This is an optimization exercise on Yosys and OpenROAD, whose aim is small area, not a production implementation.
In this exercise RTL edits were held to simulation tests only and were not proved equivalent to the original.
Power is estimated from default activity; no workload was simulated.

==> inputs of run a <==
==> flow/design.v <==
`default_nettype none
module padding #(
  parameter int INPUT_SIZE  = 14,
  parameter int OUTPUT_SIZE = INPUT_SIZE + 2,
  parameter int INPUT_BITS  = INPUT_SIZE * INPUT_SIZE * 4,
  parameter int OUTPUT_BITS = OUTPUT_SIZE * OUTPUT_SIZE * 4
) (
  input  logic                   clk,
  input  logic                   rst,
  input  logic                   start,
  input  logic [INPUT_BITS-1:0]  input_matrix,
  output logic [OUTPUT_BITS-1:0] output_matrix,
  output logic                   done
);
  localparam int c_ROW_BITS = INPUT_SIZE * 4;
  logic                  r_busy;    
  logic                  r_done;
  logic [INPUT_BITS-1:0] r_data;    
  logic w_load;
  logic w_keep;
  logic w_load1;
  assign w_load = start & ~r_busy & ~r_done;
  always_ff @(posedge clk or negedge rst) begin
    if (!rst) begin
      r_busy <= 1'b0;
      r_done <= 1'b0;
    end else begin
      r_busy <= w_load;
      r_done <= r_busy | (r_done & start);
    end
  end
  assign w_load1 = w_load & rst;
  assign w_keep  = rst & ~w_load;
  for (genvar i = 0; i < INPUT_BITS; i++) begin : g_bit
    padding_bit u_bit (
      .clk  (clk),
      .load (w_load1),
      .keep (w_keep),
      .d    (input_matrix[i]),
      .q    (r_data[i])
    );
  end
  always_comb begin
    output_matrix = '0;
    for (int r = 0; r < INPUT_SIZE; r++)
      output_matrix[((r + 1) * OUTPUT_SIZE + 1) * 4 +: c_ROW_BITS] =
        r_data[r * c_ROW_BITS +: c_ROW_BITS];
  end
  assign done = r_done;
endmodule
module padding_bit (
  input  logic clk,
  input  logic load,
  input  logic keep,
  input  logic d,
  output logic q
);
  always_ff @(posedge clk) begin
    q <= (load & d) | (keep & q);
  end
endmodule
`default_nettype wire
==> flow/flow/run.sh <==
#!/bin/bash
# Standard ORFS layout, with the port buffers inserted as the smallest
# plain buffer (buf_1) instead of the resizer's default pick, and a clock
# tree built from fewer buffers with larger sink clusters.
set -euo pipefail
export BUFFER_PORTS_ARGS="-buffer_cell sky130_fd_sc_hd__buf_1"
export IO_PLACER_V="met2 met4"
export CTS_ARGS="-sink_clustering_enable -repair_clock_nets -dont_use_dummy_load -sink_clustering_size 30 -sink_clustering_max_diameter 80 -buf_list {sky130_fd_sc_hd__clkbuf_16}"
bash standard.sh > standard_make.log 2>&1
==> flow/standard.sh <==
#!/bin/bash
# synth_recipe.tcl (not shown) runs the flow's synth.tcl, then flattens the netlist and writes it again
# the make line also repeats each setting of config.mk as NAME=value (left out here)
make -C /OpenROAD-flow-scripts/flow DESIGN_CONFIG=/design/flow/config.mk WORK_HOME=/design/flow/orfs CLKGATE_MAP_FILE= SYNTH_SCRIPT=/design/flow/synth_recipe.tcl "${@:-finish}"
==> flow/config.mk <==
export PLATFORM = sky130hd
export DESIGN_NAME = padding
export DESIGN_NICKNAME = padding
export VERILOG_FILES = /design/flow/design.v
export SDC_FILE = /design/flow/constraint.sdc
export NUM_CORES = 4
export LEC_CHECK = 0
export CAP_MARGIN = 20
export CORE_AREA = 5 5 395 395
export DIE_AREA = 0 0 400 400
export PLACE_DENSITY = 0.4
export SLEW_MARGIN = 20
export SYNTH_HIERARCHICAL = 1
export SYNTH_MINIMUM_KEEP_SIZE = 0
==> flow/constraint.sdc <==
create_clock -name core_clock -period 5.0 [get_ports {clk}]
set_input_delay 1.0000 -clock core_clock [delete_from_list [all_inputs] [get_ports {clk}]]
set_output_delay 1.0000 -clock core_clock [all_outputs]
set_load 0.01 [all_outputs]
==> run b (differences from run a) <==
==> flow/flow/run.sh (replaced) <==
#!/bin/bash
# Standard ORFS layout, with the port buffers inserted as the smallest
# plain buffer (buf_1) instead of the resizer's default pick, and a clock
# tree built from fewer, smaller buffers with larger sink clusters.
set -euo pipefail
export BUFFER_PORTS_ARGS="-buffer_cell sky130_fd_sc_hd__buf_1"
export CTS_ARGS="-sink_clustering_enable -repair_clock_nets -dont_use_dummy_load -sink_clustering_size 20"
bash standard.sh > standard_make.log 2>&1
CORE_AREA = 5 5 615 615   (was 5 5 395 395)
DIE_AREA = 0 0 620 620   (was 0 0 400 400)
==> run c (differences from run a) <==
==> flow/flow/run.sh (replaced) <==
#!/bin/bash
# Standard ORFS layout, with the port buffers inserted as the smallest
# plain buffer (buf_1) instead of the resizer's default pick, and a clock
# tree built from fewer buffers with larger sink clusters.
set -euo pipefail
export BUFFER_PORTS_ARGS="-buffer_cell sky130_fd_sc_hd__buf_1"
export CTS_ARGS="-sink_clustering_enable -repair_clock_nets -dont_use_dummy_load -sink_clustering_size 14 -sink_clustering_max_diameter 80 -buf_list {sky130_fd_sc_hd__clkbuf_8}"
bash standard.sh > standard_make.log 2>&1
CORE_AREA = 5 5 505 505   (was 5 5 395 395)
DIE_AREA = 0 0 510 510   (was 0 0 400 400)
==> comparison <==
Run c produced a clean layout. Run b finished clean. Run a passed the timing, design-rule and antenna checks.
In run a the core utilization is higher than in run b, by 12 points.
Die area, lowest first: run a, run c, run b.
Sequential cell count is the same in run a and run c.
The highest maximum frequency belongs to run a, the lowest to run b.
In synthesized area, run c and run a do not differ.
Sequential share of layout area: run b < run c < run a.
In synthesized cell count, run c and run a do not differ.
In run c the hold slack is better than in run b, by 0.036 ns.
Count of clock-buffer cells in the layout: run b > run c > run a.
==> figures <==
quantity                                            run a       run c       run b
Standard-cell row count                               143         183         224
Total placed instance area                     32,400 um2  34,200 um2  36,100 um2
Wire length of the first global-routing pass   180,000 um  252,000 um  312,000 um
Number of tap cells added at floorplan              2,030       3,330       4,972
Total number of vias                               22,240      23,362      24,517
Combinational share of power                        0.178       0.198       0.168
Non-Clock Buffer Count                              1,601       1,625       1,606
Category of the critical setup timing path     reg -> out   in -> reg  reg -> out
Clock-cell share of area                           0.0406      0.0311      0.0713
Clock buffer count in the final layout                 55          80         111
Net count, final                                    4,259       4,308       4,320
Clk pwr share                                       0.300       0.276       0.402
Hold Crit Class                               in -> async   in -> reg   in -> reg
Post-CTS Hold Buffers                                   0           1           1
Share of cells above drive strength 1              0.0256      0.0392      0.0422
Met3 usage in global routing                       0.0680       0.106      0.0987
Result of the run                timing/DRC/antenna clean  timing/DRC/antenna clean  timing/DRC/antenna clean
Fmax achieved                                     363 MHz     360 MHz     359 MHz
Post-layout minimum cycle time                    2.76 ns     2.78 ns     2.78 ns
Kind of end point of the critical path         output pin        flop  output pin

-- re-timing with driven ports --
No port has a modelled driver above. Below, the same layouts with a new extraction and two added sets of constraints.
Step 1 (the two cells are an assumption about what drives the block):
set clk [get_ports {clk}]
set_driving_cell -lib_cell sky130_fd_sc_hd__clkbuf_16 $clk
set_driving_cell -lib_cell sky130_fd_sc_hd__buf_2 [delete_from_list [all_inputs] $clk]
Step 2 times the ports against the registers' clock, not the clock port: input delays grow and output delays shrink by t, the midpoint of the rising clock arrivals with the driver on.
a / b / c = no drivers / after step 1 / after step 2; a / b = the first two.
run	t, ns	setup slack, ns	worst hold slack (ns)	worst setup path after step 2
run a	0.722	2.244 / 2.161 / 1.871	0.207 / 0.168 / 0.465	input to register
run b	0.900	2.218 / 2.130 / 1.430	0.331 / 0.277 / 0.466	input to register
run c	0.883	2.220 / 2.249 / 1.397	0.367 / 0.302 / 0.467	input to register
After both steps setup and hold are still met in every run listed. The setup slack of run c, which loses most, moves by +0.029 ns with the drivers and by -0.823 ns with both steps.
